This design comes from an exercise in tuning for small area, a short achievable clock period and few clock cycles per item on the open sky130 flow, not from production work.
The RTL was checked by simulation tests, not by an equivalence proof against the original design.
Power and IR drop assume default switching activity.

## flow/config.mk

```make
export PLATFORM = sky130hd
export DESIGN_NAME = nonpreemptive_priority_scheduler_top
export DESIGN_NICKNAME = nonpreemptive_priority_scheduler_top
export VERILOG_FILES = /design/flow/design.v
export SDC_FILE = /design/flow/constraint.sdc
export NUM_CORES = 4
export LEC_CHECK = 0
export CAP_MARGIN = 20
export CORE_MARGIN = 2
export CORE_UTILIZATION = 40
export SLEW_MARGIN = 20
```

## flow/constraint.sdc

```tcl
create_clock -name core_clock -period 6.0 [get_ports {clk}]
set_input_delay 1.2000 -clock core_clock [delete_from_list [all_inputs] [get_ports {clk}]]
set_output_delay 1.2000 -clock core_clock [all_outputs]
set_load 0.01 [all_outputs]
```

## flow/design.v

```verilog
package nps_pkg;
  localparam int MAX_PROCS = 16;
  localparam int IDX_W     = $clog2(MAX_PROCS);
  localparam int CNT_W     = $clog2(MAX_PROCS + 1);
  localparam int ARR_W  = 16;
  localparam int PRI_W  = 8;
  localparam int BUR_W  = 16;
  localparam int TIME_W = 21;
  localparam int JOB_W  = 5;
  typedef struct packed {
    logic             load_job;
    logic             scan_start;
    logic             rd_en;
    logic [IDX_W-1:0] rd_addr;
    logic             decide;
    logic             first;
    logic             calc_tat;
    logic             emit;
    logic             last;
    logic             finish;
  } ctl_cmd_t;
  typedef struct packed {
    logic [CNT_W-1:0] job_count;
    logic             out_busy;
  } dp_sts_t;
endpackage
import nps_pkg::*;
module nonpreemptive_priority_scheduler_top (
  input  logic                        clk,
  input  logic                        rst_n,
  input  logic                        in_valid,
  output logic                        in_stall,
  input  logic [nps_pkg::ARR_W-1:0]   in_arrival_time,
  input  logic [nps_pkg::PRI_W-1:0]   in_priority_req,
  input  logic [nps_pkg::BUR_W-1:0]   in_burst_time,
  input  logic                        in_last_job,
  output logic                        out_valid,
  input  logic                        out_stall,
  output logic [nps_pkg::JOB_W-1:0]   out_job_number,
  output logic [nps_pkg::TIME_W-1:0]  out_completion_time,
  output logic [nps_pkg::TIME_W-1:0]  out_turnaround_time,
  output logic [nps_pkg::TIME_W-1:0]  out_waiting_time,
  output logic                        out_last_result
);
  localparam int NP = MAX_PROCS;
  localparam int QD = 3;                 
  localparam int QW = $clog2(QD + 1);
  localparam int QP = $clog2(QD);
  localparam int HW = TIME_W - ARR_W;    
  function automatic logic [1:0] cmp_tree(input logic [31:0] a, input logic [31:0] b,
                                          input int w);
    logic [31:0] g, e;
    for (int i = 0; i < 32; i++) begin
      g[i] = (i < w) ? (a[i] & ~b[i]) : 1'b0;
      e[i] = (i < w) ? ~(a[i] ^ b[i]) : 1'b1;
    end
    for (int s = 1; s < 32; s = s * 2) begin
      for (int i = 0; i + s < 32; i = i + 2 * s) begin
        g[i] = g[i+s] | (e[i+s] & g[i]);
        e[i] = e[i+s] & e[i];
      end
    end
    cmp_tree = {g[0], e[0]};
  endfunction
  logic [ARR_W-1:0] e_arr [NP];
  logic [PRI_W-1:0] e_pri [NP];
  logic [BUR_W-1:0] e_bur [NP];
  logic [IDX_W-1:0] e_num [NP];
  logic [NP-1:0]    done_r;
  logic [CNT_W-1:0] occ_r;               
  logic [CNT_W-1:0] lo_r;                
  logic [CNT_W-1:0] nrem_r;              
  logic [CNT_W-1:0] nopen_r;             
  logic [ARR_W-1:0] omin_r;              
  logic [CNT_W-1:0] q_n   [QD];
  logic [ARR_W-1:0] q_min [QD];
  logic [QW-1:0]    q_cnt_r;
  logic [QP-1:0]    q_rd_r, q_wr_r;
  logic [TIME_W-1:0] t_r;                
  logic              srch_r;             
  logic              a_v_r;
  logic [TIME_W-1:0] a_ct_r;
  logic [ARR_W-1:0]  a_arr_r;
  logic [BUR_W-1:0]  a_bur_r;
  logic [IDX_W-1:0]  a_num_r;
  logic              a_last_r;
  logic              ov_r;
  logic [JOB_W-1:0]  onum_r;
  logic [TIME_W-1:0] oct_r, otat_r, owt_r;
  logic              olast_r;
  logic          take, keep, close;
  logic          q_full;
  logic [NP-1:0] up;                     
  assign q_full   = (q_cnt_r == QW'(QD));
  assign in_stall = (occ_pop == CNT_W'(NP) && nopen_r != CNT_W'(NP)) || q_full;
  assign take     = in_valid && !in_stall;
  assign keep     = take && (nopen_r != CNT_W'(NP));
  assign close    = take && in_last_job;
  always_comb begin
    for (int i = 0; i < NP; i++) begin
      logic [1:0] c;
      c = cmp_tree(32'({in_priority_req, ~in_arrival_time}), 32'({e_pri[i], ~e_arr[i]}),
                   PRI_W + ARR_W);
      up[i] = (CNT_W'(i) >= nopen_r) || !c[1];
    end
  end
  logic [NP-1:0]     act, rdy, above, onehot, aabove, afirst, msel;
  logic              any;
  logic              a_free, b_take, pick;
  logic [ARR_W:0]    p_sum;
  logic [BUR_W-1:0]  p_bur;
  logic [ARR_W-1:0]  p_arr;
  logic [IDX_W-1:0]  p_num;
  logic [HW-1:0]     t_hi1;
  logic [TIME_W-1:0] ct;
  logic              act_done, activate;
  logic [CNT_W-1:0]  occ_pop;
  always_comb begin
    for (int i = 0; i < NP; i++) begin
      logic [1:0] c;
      c = cmp_tree(32'(e_arr[i]), 32'(t_r[ARR_W-1:0]), ARR_W);
      act[i]  = (CNT_W'(i) >= lo_r) && (CNT_W'(i) < occ_r) && !done_r[i];
      rdy[i]  = act[i] && ((t_r[TIME_W-1:ARR_W] != '0) || !(c[1] || (srch_r && c[0])));
    end
    above[NP-1] = 1'b0;
    for (int i = NP - 2; i >= 0; i--) above[i] = above[i+1] | rdy[i+1];
    onehot = rdy & ~above;
    any    = |rdy;
    aabove[NP-1] = 1'b0;
    for (int i = NP - 2; i >= 0; i--) aabove[i] = aabove[i+1] | act[i+1];
    afirst = act & ~aabove;
    msel   = onehot | (afirst & {NP{!any}});
    p_bur = '0;
    p_arr = '0;
    p_num = '0;
    for (int i = 0; i < NP; i++) begin
      p_bur |= {BUR_W{onehot[i]}}     & e_bur[i];
      p_arr |= {ARR_W{msel[i]}}       & e_arr[i];
      p_num |= {IDX_W{onehot[i]}}     & e_num[i];
    end
  end
  assign t_hi1    = t_r[TIME_W-1:ARR_W] + HW'(1);
  assign p_sum    = {1'b0, t_r[ARR_W-1:0]} + {1'b0, p_bur};
  assign ct       = {p_sum[ARR_W] ? t_hi1 : t_r[TIME_W-1:ARR_W], p_sum[ARR_W-1:0]};
  assign b_take   = !ov_r || !out_stall;
  assign a_free   = !a_v_r || b_take;
  assign pick     = any && !srch_r && a_free;
  assign act_done = (nrem_r == '0) || (pick && nrem_r == CNT_W'(1));
  assign activate = act_done && (q_cnt_r != '0);
  always_comb begin
    occ_pop = '0;
    for (int i = 0; i < NP; i++) begin
      if (CNT_W'(i) < occ_r && !done_r[i]) occ_pop = CNT_W'(i + 1);
    end
  end
  always_ff @(posedge clk) begin
    for (int i = 0; i < NP; i++) begin
      if (keep && up[i]) begin
        if (i > 0 && up[(i+NP-1)%NP]) begin
          e_arr[i] <= e_arr[(i+NP-1)%NP];
          e_pri[i] <= e_pri[(i+NP-1)%NP];
          e_bur[i] <= e_bur[(i+NP-1)%NP];
          e_num[i] <= e_num[(i+NP-1)%NP];
        end else begin
          e_arr[i] <= in_arrival_time;
          e_pri[i] <= in_priority_req;
          e_bur[i] <= in_burst_time;
          e_num[i] <= nopen_r[IDX_W-1:0];
        end
      end
    end
  end
  always_ff @(posedge clk) begin
    for (int i = 0; i < NP; i++) begin
      logic dn_i, dn_p;
      dn_i = done_r[i] | (pick & onehot[i]);
      dn_p = (i > 0) ? (done_r[(i+NP-1)%NP] | (pick & onehot[(i+NP-1)%NP])) : 1'b0;
      if (keep && up[i]) begin
        done_r[i] <= (i > 0 && up[(i+NP-1)%NP]) ? dn_p : 1'b0;
      end else begin
        done_r[i] <= dn_i;
      end
    end
  end
  logic [CNT_W-1:0] nopen_nx;
  logic [ARR_W-1:0] omin_nx;
  always_comb begin
    logic [1:0] c;
    c = cmp_tree(32'(omin_r), 32'(in_arrival_time), ARR_W);
    nopen_nx = nopen_r + (keep ? CNT_W'(1) : CNT_W'(0));
    omin_nx  = omin_r;
    if (keep && (nopen_r == '0 || c[1])) omin_nx = in_arrival_time;
  end
  always_ff @(posedge clk) begin
    if (close) begin
      q_n[q_wr_r]   <= nopen_nx;
      q_min[q_wr_r] <= omin_nx;
    end
    omin_r <= omin_nx;
  end
  always_ff @(posedge clk) begin
    if (!rst_n) begin
      occ_r   <= '0;
      lo_r    <= '0;
      nrem_r  <= '0;
      nopen_r <= '0;
      q_cnt_r <= '0;
      q_rd_r  <= '0;
      q_wr_r  <= '0;
      srch_r  <= 1'b0;
      a_v_r   <= 1'b0;
      ov_r    <= 1'b0;
    end else begin
      occ_r <= occ_pop + (keep ? CNT_W'(1) : CNT_W'(0));
      lo_r  <= lo_r + (keep ? CNT_W'(1) : CNT_W'(0)) - (activate ? q_n[q_rd_r] : CNT_W'(0));
      nopen_r <= close ? '0 : nopen_nx;
      if (close) q_wr_r <= (q_wr_r == QP'(QD - 1)) ? '0 : q_wr_r + QP'(1);
      if (activate) q_rd_r <= (q_rd_r == QP'(QD - 1)) ? '0 : q_rd_r + QP'(1);
      q_cnt_r <= q_cnt_r + (close ? QW'(1) : QW'(0)) - (activate ? QW'(1) : QW'(0));
      if (activate) begin
        nrem_r <= q_n[q_rd_r];
        srch_r <= 1'b0;
      end else if (pick) begin
        nrem_r <= nrem_r - CNT_W'(1);
      end else if (nrem_r != '0 && (srch_r || !any)) begin
        srch_r <= !srch_r || any;
      end
      if (b_take) ov_r <= a_v_r;
      if (pick) a_v_r <= 1'b1;
      else if (b_take) a_v_r <= 1'b0;
    end
  end
  always_ff @(posedge clk) begin
    if (activate) begin
      t_r <= TIME_W'(q_min[q_rd_r]);
    end else if (pick) begin
      t_r <= ct;
    end else if (nrem_r != '0 && (srch_r ? any : !any)) begin
      t_r <= TIME_W'(p_arr);
    end
  end
  always_ff @(posedge clk) begin
    if (a_free) begin
      a_ct_r   <= ct;
      a_arr_r  <= p_arr;
      a_bur_r  <= p_bur;
      a_num_r  <= p_num;
      a_last_r <= (nrem_r == CNT_W'(1));
    end
    if (b_take) begin
      onum_r  <= JOB_W'(a_num_r) + JOB_W'(1);
      oct_r   <= a_ct_r;
      otat_r  <= a_ct_r - TIME_W'(a_arr_r);
      owt_r   <= a_ct_r - TIME_W'(a_arr_r) - TIME_W'(a_bur_r);
      olast_r <= a_last_r;
    end
  end
  assign out_valid           = ov_r;
  assign out_job_number      = onum_r;
  assign out_completion_time = oct_r;
  assign out_turnaround_time = otat_r;
  assign out_waiting_time    = owt_r;
  assign out_last_result     = olast_r;
endmodule
```

## flow/run.sh

```bash
#!/bin/bash
# synth_recipe.tcl (not shown) runs the flow's synth.tcl, then flattens the netlist and writes it again
# the make line also repeats each setting of config.mk as NAME=value (left out here)
make -C /OpenROAD-flow-scripts/flow DESIGN_CONFIG=/design/flow/config.mk WORK_HOME=/design/flow/orfs CLKGATE_MAP_FILE= SYNTH_SCRIPT=/design/flow/synth_recipe.tcl finish
```

==> impl_results.md, run 1 <==
- H-Tree Depth: 3
- Share of cells above drive strength 1: 30.1%
- Share of the synthesized area in the top cell type: 44.8%
- Number of max-cap violations: 0
- Synth Register Bits: 978
- Yosys cell types: 101
- Compound-cell area share of the yosys netlist: 15.5%
- Post-route setup slack: -0.112 ns
- Hold WS: 0.422 ns
- Critical Path RT: 6.47 ns
- Starting Density: 40.2%
- Sequential area share after synthesis: 47.1%
- Final hold violation count: 0
- Antenna viol nets, final: 0
- Setup violations, final: 12
- TritonCTS clock tree: yes
- Port bufs: 115
- Ys Warns: 5
- Reg clk slew, reported paths: 0.06 ns
- Commonest non-fill, non-tap cells in the layout: 910 x edfxtp_1, 809 x buf_4, 688 x ha_1, 509 x mux2_2, 379 x nand2_1
- Cells after Synth: 5258
- Die ar.: 0.156 mm2
- Via count: 50500
- Syn_nets: 6015
- Fin crit period: 6.11 ns
- Routed len/inst: 29.7 um
- CTS root buf: clkbuf_16
- DIE HEIGHT: 394 um
- Clk sinks: 978
- Final Non-Filler Cells: 8285
- Final wirelength: 246 mm
- SO Viols: setup timing
- Placed insts: 8016
- Top area cells in the synthesized netlist: edfxtp_1 45%, ha_1 15%, mux2_2 9.4%
- Mapped cell area: 0.0609 mm2
- Period utilization: 102%
- Leakage power: 0.0317 uW
- FFs w/ async S/R, synth: 0%
- Post-synthesis mux area share: 9.87%
- EDFF count, synth: 910
- Unrepaired setup endpoints after global routing: true
- Peak VDD IR: 0.000479 V
- Vias per cell: 6.09
- Initial drt markers: 6069
- Worst Skew: 0.0584 ns
- Startpoint Class: register
- Tot GR Track Use: 30.7%
- Post-Synth Simple-Gate Area: 8.69%
- Actual slew at the worst max-slew pin: 1.14 ns
- Deepest clock path buffer count: 3
- Synth Flop Type: edfxtp_1
- Status: complete, but fails checks
- Worst EP arrival: 6.58 ns
- Row cnt: 143
- CP endpoint kind: register
- Adder-cell share of the synthesized area: 14.7%
- Xor and xnor area share after synthesis: 0.977%
- Mean post-synth cell area: 11.6 um2
- Initial antenna violation count: 16
- Largest net degree at the start of global routing: 61
- Vias in the first global route: 48500
- Core area: 0.152 mm2
- Biggest area consumer among synthesized cells: edfxtp_1
- Slew HR: 23.6%
- Die W: 394 um
- CP max FO: 6
- Main combinational cell family by area after synthesis: compound AO/OA/AOI/OAI gates
- Max stage delay on crit path: 0.53 ns
- Commonest non-fill, non-tap cell in the layout: edfxtp_1
- Global placement routability congestion: 1.07
- First-pass GRT wire length: 348 mm
- Crit path buf inv count: 6
- CP delay by family, top: simple AND/OR/NAND/NOR gates
- Final net count: 6916
- Setup CP Type: register to register
- Max Clk Rate: 0.164 GHz
- Post-DP HPWL: 189 mm
- Layout area overhead: 26.7%
- Critical Path Slowest Stage Cell: or4_4
- Later-pin clock latency in the skew report: 0.77 ns
- I/O pin count: 116
- First-pass DRT Iterations: 10
- CTS Buf Count: 109
- Pwr per Cell Area: 532 mW/mm2
- Crit path top cell by count: buf_6
- # DRC: 0
- Worst hold-check path type: register to register
- GRT overflow: 0
- Final Max Tran Viols: 0
cells by family (layout without fill, tap and decap cells):
family / after synthesis / after routing
buffers and inverters: 508 / 1500
AND/OR/NAND/NOR: 1065 / 1065
other: 0 / 5
flip-flops: 978 / 978
XOR/XNOR: 68 / 68
adder cells (fa/ha/maj): 712 / 712
AO/OA/AOI/OAI: 1390 / 1390
multiplexers: 537 / 537
path summary, 6_finish.rpt:
path	startpoint	end	slack, ns	cells past startpoint
min	a_last_r	olast_r	0.42	0
max reg2reg	t_r[11]	a_ct_r[20]	-0.11	27
min reg2reg	a_last_r	olast_r	0.42	0
max	t_r[11]	a_ct_r[20]	-0.11	27
cell usage after synthesis (115+ instances only):
master / count
inv_1: 250
ha_1: 708
edfxtp_1: 910
mux2_2: 510
o21ai_0: 353
a22oi_1: 119
nor2_1: 176
nand2_1: 385
clkbuf_1: 191
a21o_1: 135
nand3_1: 115
a21oi_1: 263
metrics by stage:
step / util [%] / area, um2 / power (uW) / setup WS (ns) / TNS, ns
floorplan: - / 61000 / 20400 / -0.0529 / -0.120
global placement: 47.2 / 71500 / 31700 / -0.675 / -9.31
detailed placement: 47.2 / 71500 / 31900 / -0.734 / -10.19
CTS: 50.3 / 76200 / 39900 / -0.00201 / -0.00201
global route: 50.9 / 77200 / 42700 / -0.272 / -2.49
finish: 50.9 / 77200 / 41100 / -0.112 / -0.840
routing by layer:
| layer | part of all wire [%] | vias to the layer above | GRT usage, % |
|---|---|---|---|
| li1 | - | 22300 | - |
| met1 | 42 | 25100 | 42.4 |
| met2 | 43 | 2551 | 46.2 |
| met3 | 8.9 | 532 | 5.12 |
| met4 | 6.1 | 8 | 16.2 |
| met5 | 0.023 | - | 0 |
flip-flops by register name, indices dropped and copies added (netlist names), 21 cells and up, named ones only:
signal  count
a_ct_r     21
e_arr     256
e_bur     256
e_num      64
e_pri     128
oct_r      21
otat_r     21
owt_r      21
q_min      48
t_r        21
cell type report:
| type | count | area [um2] |
|---|---|---|
| Sequential cell | 978 | 28700 |
| Antenna cell | 5 | 12.5 |
| Clock buffer | 143 | 2990 |
| Fill cell | 13400 | 74400 |
| Timing Repair Buffer | 1046 | 9370 |
| Tap cell | 2030 | 2540 |
| Clock inverter | 59 | 831 |
| Inverter | 252 | 960 |
| Multi-Input combinational cell | 3772 | 31800 |
report_power, final:
group | switching (uW) | total [uW] | internal [uW]
clock network | 3040 | 7290 | 4250
logic | 13400 | 23400 | 10100
registers | 724 | 10300 | 9620
total | 17100 | 41100 | 23900
what timing repair did:
action / in CTS / in global routing
hold buffers: 0 / 0
pin swaps: 70 / 80
setup endpoints to repair: 25 / 24
resized for setup: 128 / 149
cloned: 1 / 0
setup buffers: 37 / 29
Testbench counts, summed over its fixed seeds: cycles 22,204, jobs 19,788.
==> run 2: changes to the inputs <==
--- a/flow/config.mk
+++ b/flow/config.mk
@@ -8,4 +8,5 @@
 export CAP_MARGIN = 20
 export CORE_MARGIN = 2
 export CORE_UTILIZATION = 40
+export SETUP_SLACK_MARGIN = 1.0
 export SLEW_MARGIN = 20
==> run 2 against run 1 <==
Compared with the run above:
- fails the layout checks on antenna rules, setup timing
- non-clock buffer count increased by 7
- critical path type unchanged
- worst hold slack improved by 0.023 ns
- cell count increased by 0.18%
- sequential share of layout area fell by 0.15 points
==> impl_results.md, run 2 <==
- Vias in the first global route: 48200 (-0.68%)
- Worst Skew: 0.0285 ns (-0.0299 ns)
- Ys Warns: 5 (unchanged)
- Synth Flop Type: edfxtp_1
- Period utilization: 105% (+2.9 points)
- Critical Path Slowest Stage Cell: a2111oi_4
- Die W: 394 um (unchanged)
- Total negative slack: -3.53 ns (-2.69 ns)
- Reg clk slew, reported paths: 0.06 ns (about the same)
- # DRC: 0 (unchanged)
- Max Clk Rate: 0.159 GHz (-2.7%)
- P_int: 24500 uW (+2.6%)
- R2R setup slack: -0.28 ns (-0.17 ns)
- Final hold violation count: 0 (unchanged)
- CP max FO: 7 (+1)
- Cells after Synth: 5258 (unchanged)
- Share of the synthesized area in the top cell type: 44.8% (unchanged)
- Actual slew at the worst max-slew pin: 1.08 ns (-0.0673 ns)
- Fin crit period: 6.28 ns (+0.172 ns)
- Initial antenna violation count: 12 (-4)
- Top area cells in the synthesized netlist: edfxtp_1 45%, ha_1 15%, mux2_2 9.4%
- Global placement routability congestion: 1.03 (-4.2%)
- Share of cells above drive strength 1: 31.3% (+1.2 points)
- I/O pin count: 116 (unchanged)
- CTS root buf: clkbuf_16
- Unrepaired setup endpoints after global routing: true
- FFs w/ async S/R, synth: 0% (unchanged)
- Sequential area share after synthesis: 47.1% (unchanged)
- Later-pin clock latency in the skew report: 0.76 ns (about the same)
- Leakage power: 0.0317 uW (about the same)
- Final Max Tran Viols: 0 (unchanged)
- First-pass GRT wire length: 351 mm (+0.94%)
- Vias per cell: 6.06 (-0.64%)
- Largest net degree at the start of global routing: 70 (+15%)
- Crit path from: t_r[9]
- SO Viols: antenna rules, setup timing
- Commonest cells in the netlist: 910 x edfxtp_1, 708 x ha_1, 510 x mux2_2
- Setup CP Type: register to register
- CP endpoint kind: register
- Critical Path RT: 6.50 ns (+0.03 ns)
- Synth Register Bits: 978 (unchanged)
- Clk sinks: 978 (unchanged)
- EDFF count, synth: 910 (unchanged)
- Peak VDD IR: 0.000531 V (+11%)
- DIE HEIGHT: 394 um (unchanged)
- First-pass DRT Iterations: 7 (-3)
- Combinational Power Share: 58.4% (+1.4 points)
- Register share of total power: 24.8% (-0.4 points)
- GRT overflow: 0 (unchanged)
- Yosys cell types: 101 (unchanged)
- Setup violations, final: 18 (+6)
- Worst R2R Path Depth: 31 (+15%)
- Antenna viol nets, final: 1 (+1)
- NetSw: 17400 uW (+1.8%)
- Port bufs: 115 (unchanged)
- Worst hold-check path type: register to register
- Tot GR Track Use: 31.1% (+0.39 points)
- Initial drt markers: 6038 (-0.51%)
- Worst EP arrival: 6.78 ns (+0.20 ns)
- Number of max-cap violations: 0 (unchanged)
- Worst R2R Start: t_r[9]
- Final wirelength: 249 mm (+1.1%)
- Most common cell in the netlist: edfxtp_1
- CP Capture Point: t_r[11]
- Status: complete, but fails checks
- Mapped cell area: 0.0609 mm2 (unchanged)
- Layout area overhead: 27.2%
- Mean post-synth cell area: 11.6 um2 (unchanged)
- Routed len/inst: 30.0 um (+0.92%)
- Slew HR: 28.1% (+4.5 points)
- Regs by FF count: e_arr (256), e_bur (256), e_pri (128)
- R2R Path End: t_r[11]
- Starting Density: 40.2% (unchanged)
- Core area: 0.152 mm2 (unchanged)
- Clock share of power: 16.8% (-1.0 points)
- TritonCTS clock tree: yes
- Deepest clock path buffer count: 3 (unchanged)
- Commonest non-fill, non-tap cell in the layout: edfxtp_1
- Die ar.: 0.156 mm2 (unchanged)
- Post-DP HPWL: 191 mm (+1.1%)
- Commonest non-fill, non-tap cells in the layout: 910 x edfxtp_1, 814 x buf_4, 676 x ha_1, 508 x mux2_2, 377 x nand2_1
- Pwr per Cell Area: 542 mW/mm2 (+1.8%)
- Startpoint Class: register
- Final net count: 6924 (+0.12%)
- Post-route setup slack: -0.284 ns (-0.172 ns)
- DP Worst Slack: -1.07 ns (-0.341 ns)
- Max stage delay on crit path: 0.44 ns (-0.09 ns)
- Biggest area consumer among synthesized cells: edfxtp_1
- Syn_nets: 6015 (unchanged)
- Row cnt: 143 (unchanged)
- H-Tree Depth: 3 (unchanged)
- Sw Ratio: 41.5% (-0.18 points)
- Via count: 50300 (-0.46%)
- CTS Buf Count: 110 (+0.92%)
[run 2: power groups by stage]
stage / sequential, uW / combinational [uW] / clock [uW]
2_1_floorplan: 10400 / 10100 / 0
3_3_place_gp: 10500 / 20700 / 0
3_5_place_dp: 10500 / 20800 / 0
4_1_cts: 10400 / 22500 / 7130
5_1_grt: 10500 / 25900 / 7400
6_report: 10400 / 24500 / 7070
[run 2: critical path: cells and delay by family, from the launching register on]
kind | cells | cell delay [ns]
AND/OR/NAND/NOR | 6 | 0.92
AO/OA/AOI/OAI | 12 | 2.75
flip-flops | 1 | 0.39
adder cells (fa/ha/maj) | 2 | 0.47
buffers and inverters | 10 | 1.40
XOR/XNOR | 1 | 0.09
[run 2: routing by layer]
layer / vias up / GRT usage, % / share of wire [%]
li1: 22300 / - / -
met4: 8 / 13.9 / 4.9
met1: 25000 / 44.6 / 43
met5: - / 0 / 0.018
met2: 2502 / 46.0 / 43
met3: 438 / 5.18 / 9.0
[run 2: worst min-delay path by stage]
stage,slack [ns],cells after the start,endpoint,start
after detailed placement,0.44,0,olast_r,a_last_r
after global placement,0.44,0,olast_r,a_last_r
after global routing,0.46,0,olast_r,a_last_r
after CTS,0.45,0,olast_r,a_last_r
after floorplan,0.40,0,olast_r,a_last_r
final,0.45,0,olast_r,a_last_r
[run 2: metrics by stage]
| step | utilization, % | hold slack (ns) | total power, uW | instance area [um2] | cells |
|---|---|---|---|---|---|
| 4_1_cts | 50.2 | 0.451 | 40000 | 76100 | 8244 |
| 6_report | 51.1 | 0.445 | 42000 | 77500 | 8300 |
| 2_1_floorplan | - | 0.400 | 20500 | 61400 | 5258 |
| 5_1_grt | 51.1 | 0.458 | 43800 | 77500 | 8290 |
| 3_5_place_dp | 47.0 | 0.437 | 31300 | 71200 | 7993 |
| 3_3_place_gp | 47.0 | 0.436 | 31200 | 71200 | 7993 |
[run 2: layout make-up]
type	count	area, um2
Timing Repair Buffer	1053	9250
Tap cell	2030	2540
Clock buffer	148	3030
Multi-Input combinational cell	3772	32300
Sequential cell	978	28700
Clock inverter	56	666
Inverter	252	991
Fill cell	13300	74000
Antenna cell	11	27.5
[run 2: cell families (layout without fill, tap and decap cells)]
| logic type | after synthesis | in the layout | share of synthesized area, % |
|---|---|---|---|
| adders and majority gates | 712 | 712 | 14.7 |
| buffers and inverters | 508 | 1509 | 3.25 |
| xor gates and xnor gates | 68 | 68 | 0.977 |
| DFF | 978 | 978 | 47.1 |
| AOI/OAI and AO/OA | 1390 | 1390 | 15.5 |
| other | 0 | 11 | 0 |
| and+or+nand+nor | 1065 | 1065 | 8.69 |
| muxes | 537 | 537 | 9.87 |
[run 2: timing repair]
action,in CTS,in global routing
buffers inserted,47,45
resized for setup,192,202
setup endpoints to repair,164,247
pin swaps,67,90
hold buffers,0,0
==> run 3: changes to the inputs <==
--- a/flow/design.v
+++ b/flow/design.v
@@ -105,6 +105,7 @@
     end
   end
   logic [NP-1:0]     act, rdy, above, onehot, aabove, afirst, msel;
+  logic [ARR_W:0]    esum [NP];           
   logic              any;
   logic              a_free, b_take, pick;
   logic [ARR_W:0]    p_sum;
@@ -121,6 +122,7 @@
       c = cmp_tree(32'(e_arr[i]), 32'(t_r[ARR_W-1:0]), ARR_W);
       act[i]  = (CNT_W'(i) >= lo_r) && (CNT_W'(i) < occ_r) && !done_r[i];
       rdy[i]  = act[i] && ((t_r[TIME_W-1:ARR_W] != '0) || !(c[1] || (srch_r && c[0])));
+      esum[i] = {1'b0, t_r[ARR_W-1:0]} + {1'b0, e_bur[i]};
     end
     above[NP-1] = 1'b0;
     for (int i = NP - 2; i >= 0; i--) above[i] = above[i+1] | rdy[i+1];
@@ -130,17 +132,18 @@
     for (int i = NP - 2; i >= 0; i--) aabove[i] = aabove[i+1] | act[i+1];
     afirst = act & ~aabove;
     msel   = onehot | (afirst & {NP{!any}});
+    p_sum = '0;
     p_bur = '0;
     p_arr = '0;
     p_num = '0;
     for (int i = 0; i < NP; i++) begin
+      p_sum |= {(ARR_W+1){onehot[i]}} & esum[i];
       p_bur |= {BUR_W{onehot[i]}}     & e_bur[i];
       p_arr |= {ARR_W{msel[i]}}       & e_arr[i];
       p_num |= {IDX_W{onehot[i]}}     & e_num[i];
     end
   end
   assign t_hi1    = t_r[TIME_W-1:ARR_W] + HW'(1);
-  assign p_sum    = {1'b0, t_r[ARR_W-1:0]} + {1'b0, p_bur};
   assign ct       = {p_sum[ARR_W] ? t_hi1 : t_r[TIME_W-1:ARR_W], p_sum[ARR_W-1:0]};
   assign b_take   = !ov_r || !out_stall;
   assign a_free   = !a_v_r || b_take;
--- a/flow/config.mk
+++ b/flow/config.mk
@@ -8,5 +8,5 @@
 export CAP_MARGIN = 20
 export CORE_MARGIN = 2
 export CORE_UTILIZATION = 40
-export SETUP_SLACK_MARGIN = 1.0
+export SETUP_SLACK_MARGIN = 1.5
 export SLEW_MARGIN = 20
==> run 3 against run 2 <==
Compared with the run above:
- now clean on timing, DRC and antenna
- cell area rose by 13%
- clock power up 5.5%
- sequential power is 6% higher
- critical path depth down 1
- sequential cell count did not move
- sequential share of layout area down 4.4 points
- first-iteration DRC count is 31% higher
- area after synthesis up 18%
==> impl_results.md, run 3 <==
- Placed insts: 9433 (+18%)
- Setup CP Type: register to register
- First-pass DRT Iterations: 10 (+3)
- Final net count: 8431 (+22%)
- Status: no timing/DRC/antenna violations
- Die ar.: 0.184 mm2 (+18%)
- Critical Path Slowest Stage Cell: edfxtp_1
- Synth Register Bits: 978 (unchanged)
- Die W: 429 um (+8.7%)
- CTS root buf: clkbuf_16
- # DRC: 0 (unchanged)
- Post-DP HPWL: 229 mm (+20%)
- Initial drt markers: 7893 (+31%)
- Clk sinks: 978 (unchanged)
- Core area: 0.179 mm2 (+18%)
- Final Non-Filler Cells: 9878 (+19%)
- Sequential area share after synthesis: 39.7% (-7.3 points)
- Post-synthesis mux area share: 8.07% (-1.8 points)
- Setup violations, final: 0 (-18)
- Port bufs: 115 (unchanged)
- Most common cell in the netlist: ha_1
- CP max FO: 6 (-1)
- EDFF count, synth: 910 (unchanged)
- Via count: 62800 (+25%)
- Tot GR Track Use: 31.5% (+0.38 points)
- Syn_nets: 7880 (+31%)
- Final wirelength: 302 mm (+21%)
- DIE HEIGHT: 429 um (+8.7%)
- Regs by FF count: e_arr (256), e_bur (256), e_pri (128)
- Commonest non-fill, non-tap cell in the layout: ha_1
- WHS Endpoint: olast_r
- Slew HR: 24.9% (-3.2 points)
- Main combinational cell family by area after synthesis: compound AO/OA/AOI/OAI gates
- CTS Buf Count: 118 (+7.3%)
- Leakage power: 0.0352 uW (+11%)
- First-pass GRT wire length: 426 mm (+21%)
- Commonest cells in the netlist: 948 x ha_1, 910 x edfxtp_1, 615 x nand2_1
- Max stage delay on crit path: 0.46 ns (+0.02 ns)
- Adder-cell share of the synthesized area: 17.0% (+2.3 points)
- Starting Density: 40.4% (+0.15 points)
- GRT overflow: 0 (unchanged)
- Period utilization: 88.2% (-17 points)
- Pwr per Cell Area: 578 mW/mm2 (+6.8%)
- Routed len/inst: 30.6 um (+1.9%)
- Final Total Pwr: 50900 uW (+21%)
- H-Tree Depth: 3 (unchanged)
- Max Clk Rate: 0.189 GHz (+19%)
- Worst Skew: 0.103 ns (+0.0741 ns)
- Largest net degree at the start of global routing: 70 (unchanged)
- R2R Path End: lo_r[4]
- Commonest non-fill, non-tap cells in the layout: 915 x ha_1, 910 x edfxtp_1, 604 x nand2_1, 493 x mux2_2, 434 x buf_4
- Hold WS: 0.426 ns (-0.0193 ns)
- Vias in the first global route: 60200 (+25%)
- Initial antenna violation count: 14 (+2)
- Worst EP arrival: 5.94 ns (-0.84 ns)
- Post-Synth Simple-Gate Area: 11.0% (+2.3 points)
- Antenna viol nets, final: 0 (-1)
- Final hold violation count: 0 (unchanged)
- Biggest area consumer among synthesized cells: edfxtp_1
- Yosys cell types: 108 (+6.9%)
- Ys Warns: 6 (+1)
- Row cnt: 155 (+8.4%)
- Mapped cell area: 0.0722 mm2 (+18%)
- Later-pin clock latency in the skew report: 0.83 ns (+0.07 ns)
- CP endpoint kind: register
- Number of max-cap violations: 0 (unchanged)
- Deepest clock path buffer count: 3 (unchanged)
- Global placement routability congestion: 1.06 (+3.7%)
- Fill count: 16200 (+22%)
- R2R setup slack: 0.71 ns (+0.99 ns)
- Top area cells in the synthesized netlist: edfxtp_1 38%, ha_1 16%, mux2_2 7.7%
- Post-route setup slack: 0.708 ns (+0.992 ns)
- Unrepaired setup endpoints after global routing: true
- Final Util: 49.2% (-2.0 points)
- Final Max Tran Viols: 0 (unchanged)
- Xor and xnor area share after synthesis: 3.20% (+2.2 points)
- Min-delay src: a_last_r
- Compound-cell area share of the yosys netlist: 17.9% (+2.5 points)
- Startpoint Class: register
- FFs w/ async S/R, synth: 0% (unchanged)
- Reg clk slew, reported paths: 0.06 ns (about the same)
- I/O pin count: 116 (unchanged)
- Worst hold-check path type: register to register
- TritonCTS clock tree: yes
- Hold Path Stages: 0 (unchanged)
- Cells after Synth: 6868 (+31%)
- Worst R2R Path Depth: 30 (-3.2%)
- Fin crit period: 5.29 ns (-0.992 ns)
- Share of the synthesized area in the top cell type: 37.9% (-7.0 points)
- Peak VDD IR: 0.000430 V (-19%)
- Critical Path RT: 6.65 ns (+0.15 ns)
- DP Worst Slack: 0.0563 ns (+1.13 ns)
- Actual slew at the worst max-slew pin: 1.13 ns (+0.0506 ns)
- Share of cells above drive strength 1: 23.1% (-8.2 points)
- Layout area overhead: 21.8%
- Worst R2R Start: t_r[7]
- Mean post-synth cell area: 10.5 um2 (-9.3%)
- Vias per cell: 6.36 (+5.0%)
- Synth Flop Type: edfxtp_1
- Crit path from: t_r[7]
run 3: per-stage QoR:
stage / cell area (um2) / TNS (ns)
floorplan: 72800 / -1.85
global placement: 79400 / -0.161
detailed placement: 79400 / 0
CTS: 86400 / 0
global route: 87900 / 0
finish: 87900 / 0
run 3: how the worst max path moves through the flow:
stage | slack, ns | endpoint | cells after the start
floorplan | -0.64 | lo_r[4] | 29
global placement | -0.08 | t_r[12] | 17
detailed placement | 0.06 | t_r[12] | 18
CTS | 0.76 | lo_r[4] | 26
global route | 0.57 | lo_r[4] | 26
finish | 0.71 | lo_r[4] | 30
run 3: report_power, final:
| part | total, uW | switching [uW] | internal [uW] |
|---|---|---|---|
| logic | 32400 | 19200 | 13300 |
| clock network | 7460 | 3290 | 4170 |
| registers | 11000 | 1280 | 9680 |
run 3: area by class of cell:
class / count / area (um2) / area share (%)
inverters: 276 / 1080 / 1.23
well taps: 2355 / 2950 / 3.35
repair buffers: 721 / 7350 / 8.36
multi-input cells: 5324 / 43900 / 49.9
diodes: 4 / 10.0 / 0.0114
clock inverters: 75 / 778 / 0.885
clock buffers: 145 / 3200 / 3.64
flip-flops and latches: 978 / 28700 / 32.6
run 3: routing by layer:
metal | track usage [%] | up-vias | share of wire, %
met1 | 39.2 | 30700 | 39
met3 | 6.05 | 971 | 8.7
met2 | 50.1 | 3375 | 45
met4 | 20.2 | 6 | 7.4
met5 | 0 | - | 0.014
li1 | - | 27700 | -
run 3: worst max-delay path: cells and delay by family (launching register included):
kind	cells	cell delay, ns
AO/OA/AOI/OAI	6	0.96
XOR/XNOR	2	0.28
AND/OR/NAND/NOR	9	1.51
flip-flops	1	0.46
buffers and inverters	9	0.82
adder cells (fa/ha/maj)	4	1.05
run 3: logic make-up after synthesis:
logic type / after synthesis
muxes: 520
DFF: 978
adders and majority gates: 967
AOI/OAI and AO/OA: 1923
buffers and inverters: 568
xor gates and xnor gates: 264
and+or+nand+nor: 1648
run 3: what timing repair did:
item	CTS	global route
pin swaps	132	154
hold buffers	0	0
gates resized for setup	385	189
buffers inserted	145	63
gates cloned	4	8
setup endpoints to repair	732	1217
Testbench counts of run 3, summed over its fixed seeds: cycles 22,204, jobs 19,788.
==> run 4: changes to the inputs <==
--- a/flow/design.v
+++ b/flow/design.v
@@ -81,7 +81,7 @@
   logic              a_v_r;
   logic [TIME_W-1:0] a_ct_r;
   logic [ARR_W-1:0]  a_arr_r;
-  logic [BUR_W-1:0]  a_bur_r;
+  logic [TIME_W-1:0] a_st_r;
   logic [IDX_W-1:0]  a_num_r;
   logic              a_last_r;
   logic              ov_r;
@@ -104,50 +104,51 @@
       up[i] = (CNT_W'(i) >= nopen_r) || !c[1];
     end
   end
-  logic [NP-1:0]     act, rdy, above, onehot, aabove, afirst, msel;
-  logic [ARR_W:0]    esum [NP];           
+  localparam int VW = (ARR_W + 1) + ARR_W + IDX_W;    
+  logic [NP-1:0]     act, rdy, above, onehot, aabove, afirst;
+  logic [VW-1:0]     tv  [2*NP];          
+  logic [2*NP-1:0]   tr;                  
   logic              any;
   logic              a_free, b_take, pick;
   logic [ARR_W:0]    p_sum;
-  logic [BUR_W-1:0]  p_bur;
-  logic [ARR_W-1:0]  p_arr;
+  logic [ARR_W-1:0]  p_arr, f_arr;
   logic [IDX_W-1:0]  p_num;
   logic [HW-1:0]     t_hi1;
   logic [TIME_W-1:0] ct;
-  logic              act_done, activate;
+  logic              act_done, activate, enter;
   logic [CNT_W-1:0]  occ_pop;
   always_comb begin
     for (int i = 0; i < NP; i++) begin
       logic [1:0] c;
       c = cmp_tree(32'(e_arr[i]), 32'(t_r[ARR_W-1:0]), ARR_W);
-      act[i]  = (CNT_W'(i) >= lo_r) && (CNT_W'(i) < occ_r) && !done_r[i];
-      rdy[i]  = act[i] && ((t_r[TIME_W-1:ARR_W] != '0) || !(c[1] || (srch_r && c[0])));
-      esum[i] = {1'b0, t_r[ARR_W-1:0]} + {1'b0, e_bur[i]};
-    end
+      act[i] = (CNT_W'(i) >= lo_r) && (CNT_W'(i) < occ_r) && !done_r[i];
+      rdy[i] = act[i] && ((t_r[TIME_W-1:ARR_W] != '0) || !(c[1] || (srch_r && c[0])));
+      tv[NP+i] = {{1'b0, t_r[ARR_W-1:0]} + {1'b0, e_bur[i]}, e_arr[i], e_num[i]};
+      tr[NP+i] = rdy[i];
+    end
+    for (int k = NP - 1; k >= 1; k--) begin
+      tr[k] = tr[2*k] | tr[2*k+1];
+      tv[k] = tr[2*k+1] ? tv[2*k+1] : tv[2*k];
+    end
+    tr[0] = 1'b0;
+    tv[0] = '0;
+    any   = tr[1];
+    {p_sum, p_arr, p_num} = tv[1];
     above[NP-1] = 1'b0;
     for (int i = NP - 2; i >= 0; i--) above[i] = above[i+1] | rdy[i+1];
     onehot = rdy & ~above;
-    any    = |rdy;
     aabove[NP-1] = 1'b0;
     for (int i = NP - 2; i >= 0; i--) aabove[i] = aabove[i+1] | act[i+1];
     afirst = act & ~aabove;
-    msel   = onehot | (afirst & {NP{!any}});
-    p_sum = '0;
-    p_bur = '0;
-    p_arr = '0;
-    p_num = '0;
-    for (int i = 0; i < NP; i++) begin
-      p_sum |= {(ARR_W+1){onehot[i]}} & esum[i];
-      p_bur |= {BUR_W{onehot[i]}}     & e_bur[i];
-      p_arr |= {ARR_W{msel[i]}}       & e_arr[i];
-      p_num |= {IDX_W{onehot[i]}}     & e_num[i];
-    end
+    f_arr = '0;
+    for (int i = 0; i < NP; i++) f_arr |= {ARR_W{afirst[i]}} & e_arr[i];
   end
   assign t_hi1    = t_r[TIME_W-1:ARR_W] + HW'(1);
   assign ct       = {p_sum[ARR_W] ? t_hi1 : t_r[TIME_W-1:ARR_W], p_sum[ARR_W-1:0]};
   assign b_take   = !ov_r || !out_stall;
   assign a_free   = !a_v_r || b_take;
   assign pick     = any && !srch_r && a_free;
+  assign enter    = !any && !srch_r && (nrem_r != '0);
   assign act_done = (nrem_r == '0) || (pick && nrem_r == CNT_W'(1));
   assign activate = act_done && (q_cnt_r != '0);
   always_comb begin
@@ -225,8 +226,10 @@
         srch_r <= 1'b0;
       end else if (pick) begin
         nrem_r <= nrem_r - CNT_W'(1);
-      end else if (nrem_r != '0 && (srch_r || !any)) begin
-        srch_r <= !srch_r || any;
+      end else if (enter) begin
+        srch_r <= 1'b1;
+      end else if (srch_r && !any) begin
+        srch_r <= 1'b0;
       end
       if (b_take) ov_r <= a_v_r;
       if (pick) a_v_r <= 1'b1;
@@ -238,15 +241,17 @@
       t_r <= TIME_W'(q_min[q_rd_r]);
     end else if (pick) begin
       t_r <= ct;
-    end else if (nrem_r != '0 && (srch_r ? any : !any)) begin
+    end else if (srch_r && any) begin
       t_r <= TIME_W'(p_arr);
+    end else if (enter) begin
+      t_r <= TIME_W'(f_arr);
     end
   end
   always_ff @(posedge clk) begin
     if (a_free) begin
       a_ct_r   <= ct;
       a_arr_r  <= p_arr;
-      a_bur_r  <= p_bur;
+      a_st_r   <= t_r;
       a_num_r  <= p_num;
       a_last_r <= (nrem_r == CNT_W'(1));
     end
@@ -254,7 +259,7 @@
       onum_r  <= JOB_W'(a_num_r) + JOB_W'(1);
       oct_r   <= a_ct_r;
       otat_r  <= a_ct_r - TIME_W'(a_arr_r);
-      owt_r   <= a_ct_r - TIME_W'(a_arr_r) - TIME_W'(a_bur_r);
+      owt_r   <= a_st_r - TIME_W'(a_arr_r);
       olast_r <= a_last_r;
     end
   end
==> run 4 against run 3 <==
Compared with the run above:
- combinational power down 49%
- non-clock buffer count up 242
- critical endpoint is now t_r[13]
- cell count fell by 14%
- sequential cell count rose by 5
- worst hold slack better by 0.023 ns
- total power decreased by 34%
- global-route usage down 1.1 points
- clock-buffer cell count down 11
- critical path depth up 2
- highest routed layer unchanged
- cell area decreased by 9.0%
==> impl_results.md, run 4 <==
- Status: no timing/DRC/antenna violations
- Yosys cell types: 103 (-4.6%)
- Share of the synthesized area in the top cell type: 43.7% (+5.9 points)
- Critical Path Slowest Stage Cell: edfxtp_1
- Row cnt: 145 (-6.5%)
- Largest net degree at the start of global routing: 70 (unchanged)
- Ys Warns: 6 (unchanged)
- Final wirelength: 253 mm (-16%)
- I/O pin count: 116 (unchanged)
- Worst EP arrival: 6.22 ns (+0.28 ns)
- CP delay by family, top: compound AO/OA/AOI/OAI gates
- Later-pin clock latency in the skew report: 0.77 ns (-0.06 ns)
- Crit path top cell by count: buf_4
- Starting Density: 40.3% (-0.11 points)
- Mapped cell area: 0.0628 mm2 (-13%)
- Leakage power: 0.0323 uW (-8.2%)
- Setup violations, final: 0 (unchanged)
- Post-route setup slack: 0.249 ns (-0.458 ns)
- Vias in the first global route: 49600 (-18%)
- Most common cell in the netlist: edfxtp_1
- Deepest clock path buffer count: 3 (unchanged)
- Period utilization: 95.8% (+7.6 points)
- # DRC: 0 (unchanged)
- Regs by FF count: e_arr (256), e_bur (256), e_pri (128)
- Critical Path RT: 6.47 ns (-0.18 ns)
- Syn_nets: 6336 (-20%)
- Commonest non-fill, non-tap cells in the layout: 915 x edfxtp_1, 656 x ha_1, 652 x buf_4, 520 x mux2_2, 436 x nand2_1
- Fin crit period: 5.75 ns (+0.458 ns)
- EDFF count, synth: 915 (+0.55%)
- TritonCTS clock tree: yes
- H-Tree Depth: 3 (unchanged)
- Fill count: 13800 (-15%)
- Worst hold-check path type: register to register
- CTS root buf: clkbuf_16
- Biggest area consumer among synthesized cells: edfxtp_1
- Final Max Tran Viols: 0 (unchanged)
- GRT overflow: 0 (unchanged)
- Final net count: 7126 (-15%)
- Unrepaired setup endpoints after global routing: true
- Sequential area share after synthesis: 45.9% (+6.2 points)
- Initial antenna violation count: 14 (unchanged)
- Synth Register Bits: 983 (+0.51%)
- Commonest cells in the netlist: 915 x edfxtp_1, 706 x ha_1, 523 x mux2_2
- Final hold violation count: 0 (unchanged)
- DIE HEIGHT: 400 um (-6.7%)
- Synth Flop Type: edfxtp_1
- Share of cells above drive strength 1: 29.9% (+6.9 points)
- Crit path buf inv count: 10 (+1)
- Via count: 52000 (-17%)
- Clk sinks: 983 (+0.51%)
- FFs w/ async S/R, synth: 0% (unchanged)
- Post-DP HPWL: 194 mm (-15%)
- Die ar.: 0.160 mm2 (-13%)
- Worst Skew: 0.0315 ns (-0.0711 ns)
- Max Clk Rate: 0.174 GHz (-8.0%)
- Global placement routability congestion: 1.04 (-2.4%)
- Reg clk slew, reported paths: 0.06 ns (about the same)
- Die W: 400 um (-6.7%)
- Vias per cell: 6.10 (-4.1%)
- Slew HR: 18.8% (-6.1 points)
- Peak VDD IR: 0.000333 V (-22%)
- Pwr per Cell Area: 422 mW/mm2 (-27%)
- Final Total Pwr: 33800 uW (-34%)
- Number of max-cap violations: 0 (unchanged)
- Hold WS: 0.449 ns (+0.0232 ns)
- Routed len/inst: 29.7 um (-2.8%)
- Port bufs: 115 (unchanged)
- CTS Buf Count: 112 (-5.1%)
- Mean post-synth cell area: 11.3 um2 (+7.1%)
- Setup CP Type: register to register
- DP Worst Slack: -0.605 ns (-0.662 ns)
- Core area: 0.156 mm2 (-13%)
- Top area cells in the synthesized netlist: edfxtp_1 44%, ha_1 14%, mux2_2 9.4%
- First-pass GRT wire length: 359 mm (-16%)
- Max stage delay on crit path: 0.41 ns (-0.05 ns)
- First-pass DRT Iterations: 9 (-1)
- CP max FO: 8 (+2)
- Tot GR Track Use: 30.5% (-1.1 points)
- Cells after Synth: 5581 (-19%)
- Layout area overhead: 27.4%
- Startpoint Class: register
- Antenna viol nets, final: 0 (unchanged)
- Actual slew at the worst max-slew pin: 1.21 ns (+0.0826 ns)
- CP endpoint kind: register
- Total negative slack: 0 ns (unchanged)
- Initial drt markers: 6727 (-15%)
- Commonest non-fill, non-tap cell in the layout: edfxtp_1
run 4: repair_timing:
item                                     CTS  global route
cloned                                     6             7
resized for setup                        315           175
pin swaps                                108           105
hold buffers                               0             0
endpoints found under the setup margin  1085           964
buffers inserted                          93            74
run 4: routing by layer:
| layer | wire [um] | GRT usage [%] |
|---|---|---|
| met4 | 14200 | 15.3 |
| met5 | 74 | 0 |
| met3 | 24300 | 5.50 |
| met2 | 106000 | 44.3 |
| met1 | 109000 | 43.2 |
run 4: worst reg2reg max path: cells and delay by family, from the launching register on:
kind            cells  cell delay, ns
buf+inv            10            1.57
compound gates     11            1.92
simple gates        8            1.03
xor+xnor            1            0.09
flops               1            0.41
fa+ha+maj           2            0.44
run 4: path summary, 6_finish.rpt:
kind / depth (start not counted) / endpoint / slack, ns / startpoint
max reg2reg: 32 / t_r[13] / 0.25 / t_r[9]
min: 0 / oct_r[0] / 0.45 / a_ct_r[0]
min reg2reg: 0 / oct_r[0] / 0.45 / a_ct_r[0]
max: 32 / t_r[13] / 0.25 / t_r[9]
run 4: power by group:
part           internal [uW]  switching [uW]
Clock                   4020            3100
Combinational           7360            9030
Sequential              9370             907
Total                  20800           13000
run 4: kinds of logic after synthesis:
kind of cell,synth area share [%]
compound gates,15.6
simple gates,9.19
flops,45.9
fa+ha+maj,14.2
mux,10.9
buf+inv,3.32
xor+xnor,0.893
run 4: final cells by class:
type	count	area [um2]	share of cell area (%)
clock buffer	134	2970	3.71
timing repair buffer	963	9520	11.9
clock inverter	77	783	0.979
antenna	4	10.0	0.0125
multi-input combinational	4071	34400	43.0
sequential	983	28800	36.0
inverter	240	942	1.18
tap	2058	2570	3.22
run 4: per-stage QoR:
| step | area [um2] | utilization (%) | instances |
|---|---|---|---|
| 4_1_cts | 78400 | 50.3 | 8445 |
| 2_1_floorplan | 63200 | - | 5581 |
| 3_5_place_dp | 72200 | 46.2 | 8135 |
| 6_report | 80000 | 51.3 | 8530 |
| 5_1_grt | 80000 | 51.3 | 8527 |
| 3_3_place_gp | 72200 | 46.2 | 8135 |
Testbench counts of run 4, summed over its fixed seeds: cycles 22,204, jobs 19,788.
==> run 5: changes to the inputs <==
--- a/flow/config.mk
+++ b/flow/config.mk
@@ -8,5 +8,5 @@
 export CAP_MARGIN = 20
 export CORE_MARGIN = 2
 export CORE_UTILIZATION = 40
-export SETUP_SLACK_MARGIN = 1.5
+export SETUP_SLACK_MARGIN = 0.7
 export SLEW_MARGIN = 20
==> run 5 against run 4 <==
Compared with the run above:
- cell count down 1.5%
- worst setup slack better by 0.045 ns
- die area unchanged
- global-route usage down 0.99 points
- sequential share of layout area up 1.1 points
- worst hold slack worse by 0.028 ns
- total power down 3.2%
- sequential cell count unchanged
- cell area down 3.0%
- register-to-register slack better by 0.04 ns
- clock power up 1%
- critical endpoint is now t_r[19]
==> impl_results.md, run 5 <==
- Port bufs: 115 (unchanged)
- Startpoint Class: register
- Routed len/inst: 28.8 um (-3.1%)
- Clk sinks: 983 (unchanged)
- Commonest non-fill, non-tap cell in the layout: edfxtp_1
- Mapped cell area: 0.0628 mm2 (unchanged)
- Die ar.: 0.160 mm2 (unchanged)
- Sequential area share after synthesis: 45.9% (unchanged)
- CP endpoint kind: register
- CTS Buf Count: 111 (-0.89%)
- Fin crit period: 5.71 ns (-0.0448 ns)
- Row cnt: 145 (unchanged)
- First-pass GRT wire length: 348 mm (-2.9%)
- Reg clk slew, reported paths: 0.06 ns (about the same)
- Antenna viol nets, final: 0 (unchanged)
- Commonest non-fill, non-tap cells in the layout: 915 x edfxtp_1, 677 x ha_1, 596 x buf_4, 523 x mux2_2, 441 x nand2_1
- Post-DP HPWL: 190 mm (-2.0%)
- Initial antenna violation count: 22 (+8)
- First-pass DRT Iterations: 7 (-2)
- TritonCTS clock tree: yes
- Biggest area consumer among synthesized cells: edfxtp_1
- Mean post-synth cell area: 11.3 um2 (unchanged)
- Number of max-cap violations: 0 (unchanged)
- Final Max Tran Viols: 0 (unchanged)
- Die W: 400 um (unchanged)
- Final Cell Area: 0.0776 mm2 (-3.0%)
- CTS Hold Bufs: 0 (unchanged)
- CP max FO: 24 (+16)
- Unrepaired setup endpoints after global routing: true
- Initial drt markers: 5130 (-24%)
- Status: no timing/DRC/antenna violations
- R2R setup slack: 0.29 ns (+0.04 ns)
- Worst Skew: 0.0370 ns (+0.00555 ns)
- WHS Endpoint: olast_r
- Max Clk Rate: 0.175 GHz (+0.79%)
- Layout area overhead: 23.6%
- Setup violations, final: 0 (unchanged)
- R2R Path End: t_r[19]
- Final Non-Filler Cells: 8406 (-1.5%)
- Peak VDD IR: 0.000293 V (-12%)
- Critical Path RT: 6.65 ns (+0.18 ns)
- Leakage power: 0.0312 uW (-3.4%)
- Slew HR: 19.1% (+0.28 points)
- Global placement routability congestion: 1.00 (-3.3%)
- Core area: 0.156 mm2 (unchanged)
- Worst EP arrival: 6.36 ns (+0.14 ns)
- Largest net degree at the start of global routing: 70 (unchanged)
- Placed cell area: 0.0715 mm2 (-0.85%)
- Setup CP Type: register to register
- H-Tree Depth: 3 (unchanged)
- FFs w/ async S/R, synth: 0% (unchanged)
- Cells after Synth: 5581 (unchanged)
- Via count: 50800 (-2.3%)
- CTS root buf: clkbuf_16
- Total negative slack: 0 ns (unchanged)
- Pwr per Cell Area: 421 mW/mm2 (-0.26%)
- Synth Register Bits: 983 (unchanged)
- Deepest clock path buffer count: 3 (unchanged)
- Later-pin clock latency in the skew report: 0.77 ns (about the same)
- Share of the synthesized area in the top cell type: 43.7% (unchanged)
- Yosys cell types: 103 (unchanged)
- Hold WS: 0.421 ns (-0.0283 ns)
- Crit path from: t_r[9]
- Regs by FF count: e_arr (256), e_bur (256), e_pri (128)
- DIE HEIGHT: 400 um (unchanged)
- Starting Density: 40.3% (unchanged)
- Commonest cells in the netlist: 915 x edfxtp_1, 706 x ha_1, 523 x mux2_2
- Share of cells above drive strength 1: 27.1% (-2.8 points)
- Worst R2R Start: t_r[9]
- Final wirelength: 242 mm (-4.5%)
- EDFF count, synth: 915 (unchanged)
- Min-delay src: a_last_r
- Final net count: 7001 (-1.8%)
- Vias per cell: 6.05 (-0.81%)
- Hold Path Stages: 0 (unchanged)
- Actual slew at the worst max-slew pin: 1.20 ns (-0.00493 ns)
- Vias in the first global route: 49600 (+0.087%)
- I/O pin count: 116 (unchanged)
- Placed insts: 8105 (-0.37%)
- Final hold violation count: 0 (unchanged)
- Synth Flop Type: edfxtp_1
- Ys Warns: 6 (unchanged)
- GRT overflow: 0 (unchanged)
- Worst R2R Path Depth: 24 (-25%)
- Most common cell in the netlist: edfxtp_1
- Period utilization: 95.1% (-0.75 points)
- Tot GR Track Use: 29.5% (-0.99 points)
- Final Total Pwr: 32700 uW (-3.2%)
- # DRC: 0 (unchanged)
- Syn_nets: 6336 (unchanged)
- Worst hold-check path type: register to register
- Top area cells in the synthesized netlist: edfxtp_1 44%, ha_1 14%, mux2_2 9.4%
-- run 5: cell counts after synthesis --
Identical to the previous run, type by type.
-- run 5: metrics by stage --
step | setup slack [ns] | utilization (%)
after floorplan | 0.688 | -
after global placement | -0.473 | 45.8
after detailed placement | -0.465 | 45.9
after CTS | 0.360 | 49.0
after global routing | 0.142 | 49.8
final | 0.294 | 49.8
-- run 5: critical path: stages (launching register included) --
cell and delay, ns:
edfxtp_1 0.39, clkinvlp_4 0.20, buf_4 0.19, ha_1 0.32, a211oi_1 0.30, o21ai_1 0.17, a211oi_2 0.26, a21oi_2 0.10
buf_4 0.15, nand2b_4 0.13, buf_4 0.19, buf_4 0.26, nor2_1 0.15, a311oi_1 0.06, a21oi_1 0.45, o22ai_1 0.18
or3_1 0.47, ha_1 0.46, nand2_1 0.08, o211a_1 0.28, o21ai_4 0.24, nand4_1 0.14, xnor2_1 0.16, a22oi_1 0.17
nor2_1 0.06
-- run 5: power breakdown --
group          switching [uW]  internal, uW  total (uW)
Combinational            8710          6520       15200
Sequential                874          9370       10200
Clock                    3080          4140        7220
Total                   12700         20000       32700
-- run 5: area by class of cell --
| cell class | instances | area (um2) |
|---|---|---|
| clock buffer | 141 | 3020 |
| fill | 13800 | 78400 |
| antenna | 4 | 10.0 |
| timing repair buffer | 839 | 7790 |
| clock inverter | 70 | 795 |
| multi-input combinational | 4071 | 33700 |
| sequential | 983 | 28800 |
| tap | 2058 | 2570 |
| inverter | 240 | 926 |
-- run 5: worst max-delay path by stage --
stage	endpoint	slack [ns]	cells after the start
floorplan	t_r[19]	0.69	26
global placement	t_r[15]	-0.47	26
detailed placement	t_r[15]	-0.47	25
CTS	t_r[14]	0.36	28
global route	t_r[15]	0.14	27
finish	t_r[19]	0.29	24
-- run 5: cell families after synthesis --
family / synth area share (%)
AO/OA/AOI/OAI: 15.6
AND/OR/NAND/NOR: 9.19
flip-flops: 45.9
adder cells (fa/ha/maj): 14.2
multiplexers: 10.9
buffers and inverters: 3.32
XOR/XNOR: 0.893
-- run 5: routing by layer --
| layer | share of wire (%) | GRT usage [%] | vias up |
|---|---|---|---|
| met3 | 7.8 | 4.22 | 480 |
| li1 | - | - | 22900 |
| met4 | 5.9 | 15.5 | 10 |
| met2 | 44 | 45.5 | 2220 |
| met5 | 0.032 | 0 | - |
| met1 | 42 | 40.1 | 25200 |
-- run 5: repair_timing --
item                                    CTS  global route
cloned                                    0             2
resized for setup                       165           148
pin swaps                                87           117
endpoints found under the setup margin   40            36
setup buffers                            37            47
==> run 6: changes to the inputs <==
--- a/flow/design.v
+++ b/flow/design.v
@@ -62,6 +62,22 @@
     end
     cmp_tree = {g[0], e[0]};
   endfunction
+  function automatic logic [ARR_W:0] add_pf(input logic [ARR_W-1:0] a, input logic [ARR_W-1:0] b);
+    logic [ARR_W-1:0] g, p, gg, pp;
+    g  = a & b;
+    p  = a ^ b;
+    gg = g;
+    pp = p;
+    for (int s = 1; s < ARR_W; s = s * 2) begin
+      for (int i = 0; i < ARR_W; i++) begin
+        if ((i / s) % 2 == 1) begin
+          gg[i] = gg[i] | (pp[i] & gg[(i / s) * s - 1]);
+          pp[i] = pp[i] & pp[(i / s) * s - 1];
+        end
+      end
+    end
+    add_pf = {gg[ARR_W-1], p ^ {gg[ARR_W-2:0], 1'b0}};
+  endfunction
   logic [ARR_W-1:0] e_arr [NP];
   logic [PRI_W-1:0] e_pri [NP];
   logic [BUR_W-1:0] e_bur [NP];
@@ -123,7 +139,7 @@
       c = cmp_tree(32'(e_arr[i]), 32'(t_r[ARR_W-1:0]), ARR_W);
       act[i] = (CNT_W'(i) >= lo_r) && (CNT_W'(i) < occ_r) && !done_r[i];
       rdy[i] = act[i] && ((t_r[TIME_W-1:ARR_W] != '0) || !(c[1] || (srch_r && c[0])));
-      tv[NP+i] = {{1'b0, t_r[ARR_W-1:0]} + {1'b0, e_bur[i]}, e_arr[i], e_num[i]};
+      tv[NP+i] = {add_pf(t_r[ARR_W-1:0], e_bur[i]), e_arr[i], e_num[i]};
       tr[NP+i] = rdy[i];
     end
     for (int k = NP - 1; k >= 1; k--) begin
@@ -188,6 +204,12 @@
   end
   logic [CNT_W-1:0] nopen_nx;
   logic [ARR_W-1:0] omin_nx;
+  logic [CNT_W-1:0] lo_keep, lo_act;
+  logic [QW-1:0]    q_cnt_keep, q_cnt_act;
+  assign lo_keep    = lo_r + (keep ? CNT_W'(1) : CNT_W'(0));
+  assign lo_act     = lo_keep - q_n[q_rd_r];
+  assign q_cnt_keep = q_cnt_r + (close ? QW'(1) : QW'(0));
+  assign q_cnt_act  = q_cnt_keep - QW'(1);
   always_comb begin
     logic [1:0] c;
     c = cmp_tree(32'(omin_r), 32'(in_arrival_time), ARR_W);
@@ -216,11 +238,11 @@
       ov_r    <= 1'b0;
     end else begin
       occ_r <= occ_pop + (keep ? CNT_W'(1) : CNT_W'(0));
-      lo_r  <= lo_r + (keep ? CNT_W'(1) : CNT_W'(0)) - (activate ? q_n[q_rd_r] : CNT_W'(0));
+      lo_r  <= activate ? lo_act : lo_keep;
       nopen_r <= close ? '0 : nopen_nx;
       if (close) q_wr_r <= (q_wr_r == QP'(QD - 1)) ? '0 : q_wr_r + QP'(1);
       if (activate) q_rd_r <= (q_rd_r == QP'(QD - 1)) ? '0 : q_rd_r + QP'(1);
-      q_cnt_r <= q_cnt_r + (close ? QW'(1) : QW'(0)) - (activate ? QW'(1) : QW'(0));
+      q_cnt_r <= activate ? q_cnt_act : q_cnt_keep;
       if (activate) begin
         nrem_r <= q_n[q_rd_r];
         srch_r <= 1'b0;
--- a/flow/config.mk
+++ b/flow/config.mk
@@ -8,5 +8,5 @@
 export CAP_MARGIN = 20
 export CORE_MARGIN = 2
 export CORE_UTILIZATION = 40
-export SETUP_SLACK_MARGIN = 0.7
+export SETUP_SLACK_MARGIN = 1.5
 export SLEW_MARGIN = 20
==> run 6 against run 5 <==
Compared with the run above:
- sequential share of layout area decreased by 3.4 points
- worst setup slack improved by 1.0 ns
- global-route usage decreased by 0.90 points
- total power increased by 21%
- highest routed layer unchanged
==> impl_results.md, run 6 <==
- Status: no timing/DRC/antenna violations
- Leakage power: 0.0349 uW (+12%)
- CTS Buf Count: 116 (+4.5%)
- Pwr per Cell Area: 464 mW/mm2 (+10%)
- Row cnt: 155 (+6.9%)
- Most common cell in the netlist: ha_1
- First-pass DRT Iterations: 8 (+1)
- Highest routed layer: met5
- Slew HR: 26.5% (+7.5 points)
- Global placement routability congestion: 1.01 (+0.13%)
- Sequential area share after synthesis: 40.0% (-6.0 points)
- Largest net degree at the start of global routing: 70 (unchanged)
- FFs w/ async S/R, synth: 0% (unchanged)
- Starting Density: 40.4% (+0.12 points)
- Vias per cell: 6.20 (+2.6%)
- Final Max Tran Viols: 0 (unchanged)
- Final net count: 8250 (+18%)
- CTS Hold Bufs: 0 (unchanged)
- Register share of total power: 27.0% (-4.3 points)
- Reg area: 0.0289 mm2 (about the same)
- Synth Flop Type: edfxtp_1
- Met3 wire len: 27.0 mm (+44%)
- Setup CP Type: register to register
- Setup violations, final: 0 (unchanged)
- Peak VDD IR: 0.000295 V (+0.65%)
- Number of max-cap violations: 0 (unchanged)
- Ys Warns: 6 (unchanged)
- Via count: 60000 (+18%)
- Fill count: 16300 (+18%)
- Clk sinks: 983 (unchanged)
- # DRC: 0 (unchanged)
- Share of cells above drive strength 1: 21.0% (-6.2 points)
- Startpoint Class: register
- Port bufs: 115 (unchanged)
- I/O pin count: 116 (unchanged)
- Actual slew at the worst max-slew pin: 1.10 ns (-0.105 ns)
- Vias in the first global route: 57500 (+16%)
- Cells after Synth: 6782 (+22%)
- Mean post-synth cell area: 10.6 um2 (-5.4%)
- Worst hold-check path type: register to register
- Met1 wire length: 115 mm (+13%)
- Fin crit period: 4.69 ns (-1.01 ns)
- Unrepaired setup endpoints after global routing: true
- TritonCTS clock tree: yes
- NetSw: 17400 uW (+37%)
- Yosys cell types: 107 (+3.9%)
- Later-pin clock latency in the skew report: 0.79 ns (+0.02 ns)
- CTS root buf: clkbuf_16
- Tot GR Track Use: 28.6% (-0.90 points)
- Met2 wire len: 117 mm (+9.9%)
- Share of the synthesized area in the top cell type: 38.1% (-5.7 points)
- Syn_nets: 7821 (+23%)
- Crit path from: t_r[6]
- R2R setup slack: 1.31 ns (+1.01 ns)
- DIE HEIGHT: 429 um (+7.1%)
- Routed len/inst: 28.2 um (-2.1%)
- Sw Ratio: 43.8% (+5.1 points)
- Total negative slack: 0 ns (unchanged)
- H-Tree Depth: 3 (unchanged)
- CP endpoint kind: register
- GRT overflow: 0 (unchanged)
- Commonest non-fill, non-tap cell in the layout: edfxtp_1
- First-pass GRT wire length: 390 mm (+12%)
- Final wirelength: 273 mm (+13%)
- Final hold violation count: 0 (unchanged)
- Worst Skew: 0.0341 ns (-0.00288 ns)
- Critical Path RT: 6.52 ns (-0.13 ns)
- Post-DP HPWL: 211 mm (+11%)
- Top area cells in the synthesized netlist: edfxtp_1 38%, ha_1 16%, mux2_2 7.7%
- CP max FO: 7 (-71%)
- Mapped cell area: 0.0722 mm2 (+15%)
- Biggest area consumer among synthesized cells: edfxtp_1
- Period utilization: 78.2% (-17 points)
- Area occupied by multi-input gates: 0.0429 mm2 (+27%)
- Clock share of power: 18.5% (-3.6 points)
- Worst R2R Start: t_r[6]
- Deepest clock path buffer count: 3 (unchanged)
- Initial drt markers: 6728 (+31%)
- Commonest non-fill, non-tap cells in the layout: 915 x edfxtp_1, 908 x ha_1, 526 x nand2_1, 492 x mux2_2, 460 x o21ai_0
- Worst EP arrival: 5.22 ns (-1.14 ns)
- EDFF count, synth: 915 (unchanged)
- Max Clk Rate: 0.213 GHz (+22%)
- Die ar.: 0.184 mm2 (+15%)
- Die W: 429 um (+7.1%)
- Synth Register Bits: 983 (unchanged)
- Layout area overhead: 18.5%
- Combinational Power Share: 54.6% (+8.0 points)
- Regs by FF count: e_arr (256), e_bur (256), e_pri (128)
- Antenna viol nets, final: 0 (unchanged)
- Core area: 0.179 mm2 (+15%)
- Commonest cells in the netlist: 927 x ha_1, 915 x edfxtp_1, 538 x nand2_1
- Min-delay src: a_last_r
- P_int: 22300 uW (+11%)
- Initial antenna violation count: 15 (-32%)
- Reg clk slew, reported paths: 0.06 ns (about the same)
- Hold WS: 0.417 ns (-0.00380 ns)
run 6: changes by cell type after synthesis, sizes merged, moves of 46 or more:
cell   change
ha       +221
o21ai    +110
nand2     +88
a21oi     +78
a21o      +69
inv       +69
xnor2     +68
fa        +63
nor2      +50
mux2i     -47
nand3     +46
o21a      +46
run 6: routing by layer:
metal	vias to the layer above	GRT usage [%]
met5	-	0
met4	10	11.6
met3	598	6.24
met2	2932	43.2
met1	29500	39.5
li1	27000	-
run 6: final timing paths:
| kind | endpoint | cells after the start |
|---|---|---|
| worst min-delay path | olast_r | 0 |
| worst max-delay path | t_r[1] | 18 |
| worst max register to register | t_r[1] | 18 |
| worst min register to register | olast_r | 0 |
run 6: cell families after synthesis:
family | count (synthesis) | synth area share [%]
multiplexers | 537 | 8.30
adder cells (fa/ha/maj) | 994 | 17.9
flip-flops | 983 | 40.0
buffers and inverters | 621 | 3.40
XOR/XNOR | 177 | 2.15
AO/OA/AOI/OAI | 1941 | 18.1
AND/OR/NAND/NOR | 1529 | 10.2
run 6: area by class of cell:
cell class | count | share of cell area [%]
antenna | 7 | 0.0205
clock buffer | 152 | 3.68
clock inverter | 67 | 0.837
inverter | 309 | 1.43
multi-input combinational | 5185 | 50.1
sequential | 983 | 33.7
tap | 2355 | 3.44
timing repair buffer | 616 | 6.74
run 6: what timing repair did:
action	in CTS	in global routing
pin swaps	39	61
gates cloned	7	6
gates resized for setup	198	151
setup buffers	86	48
setup endpoints to repair	870	372
run 6: stage by stage:
stage                     utilization (%)  power, uW  instance area [um2]  setup slack, ns  std cells
after floorplan                         -      22200                72700             1.10       6782
after global placement               43.9      29600                78600            0.170       9301
after detailed placement             44.0      30100                78600            0.211       9301
after CTS                            47.1      38400                84300             1.28       9613
after global routing                 47.8      41700                85500             1.41       9669
final                                47.8      39700                85500             1.31       9674
run 6: critical path: stages, from the launching register on:
cell        delay (ns)
edfxtp_1          0.47
clkinvlp_4        0.15
buf_12            0.16
buf_4             0.18
ha_1              0.30
o21ai_0           0.11
nor2_1            0.32
o21ai_0           0.18
o21ai_2           0.26
nand2_2           0.14
nor2_2            0.17
buf_6             0.14
nand4b_1          0.14
buf_6             0.20
o21ai_4           0.28
buf_12            0.19
o211ai_1          0.44
o211a_1           0.31
a221o_1           0.26
run 6: power groups by stage:
stage | combinational, uW | sequential [uW] | clock [uW]
6_report | 21700 | 10700 | 7330
5_1_grt | 23200 | 10800 | 7670
4_1_cts | 20300 | 10700 | 7410
3_5_place_dp | 19400 | 10800 | 0
3_3_place_gp | 18900 | 10800 | 0
2_1_floorplan | 11600 | 10600 | 0
Testbench counts of run 6, summed over its fixed seeds: cycles 22,204, jobs 19,788.

[afterwards: timing with drivers on the ports]
Ports are ideal in the flow. The routed layouts listed here were re-timed in OpenROAD. Step 1 assumes that a clkbuf_16 drives the clock port and a buf_2 every other input. Step 2 also shifts input and output timing later by t, the mid clock arrival at the registers, as if the neighbouring blocks saw the same clock. Slacks: ideal / step 1 / step 2; pairs: ideal / step 1.
run	t (ns)	slack for setup (ns)
run 1	0.828	-0.112 / -0.112 / -0.112
run 2	0.820	-0.284 / -0.284 / -0.284
run 3	0.862	0.708 / 0.708 / 0.706
run 4	0.844	0.249 / 0.249 / 0.249
run 5	0.833	0.294 / 0.294 / -0.037
run 6	0.863	1.307 / 1.307 / 0.637
With both steps, setup timing fails in run 5, where it was met with ideal ports.
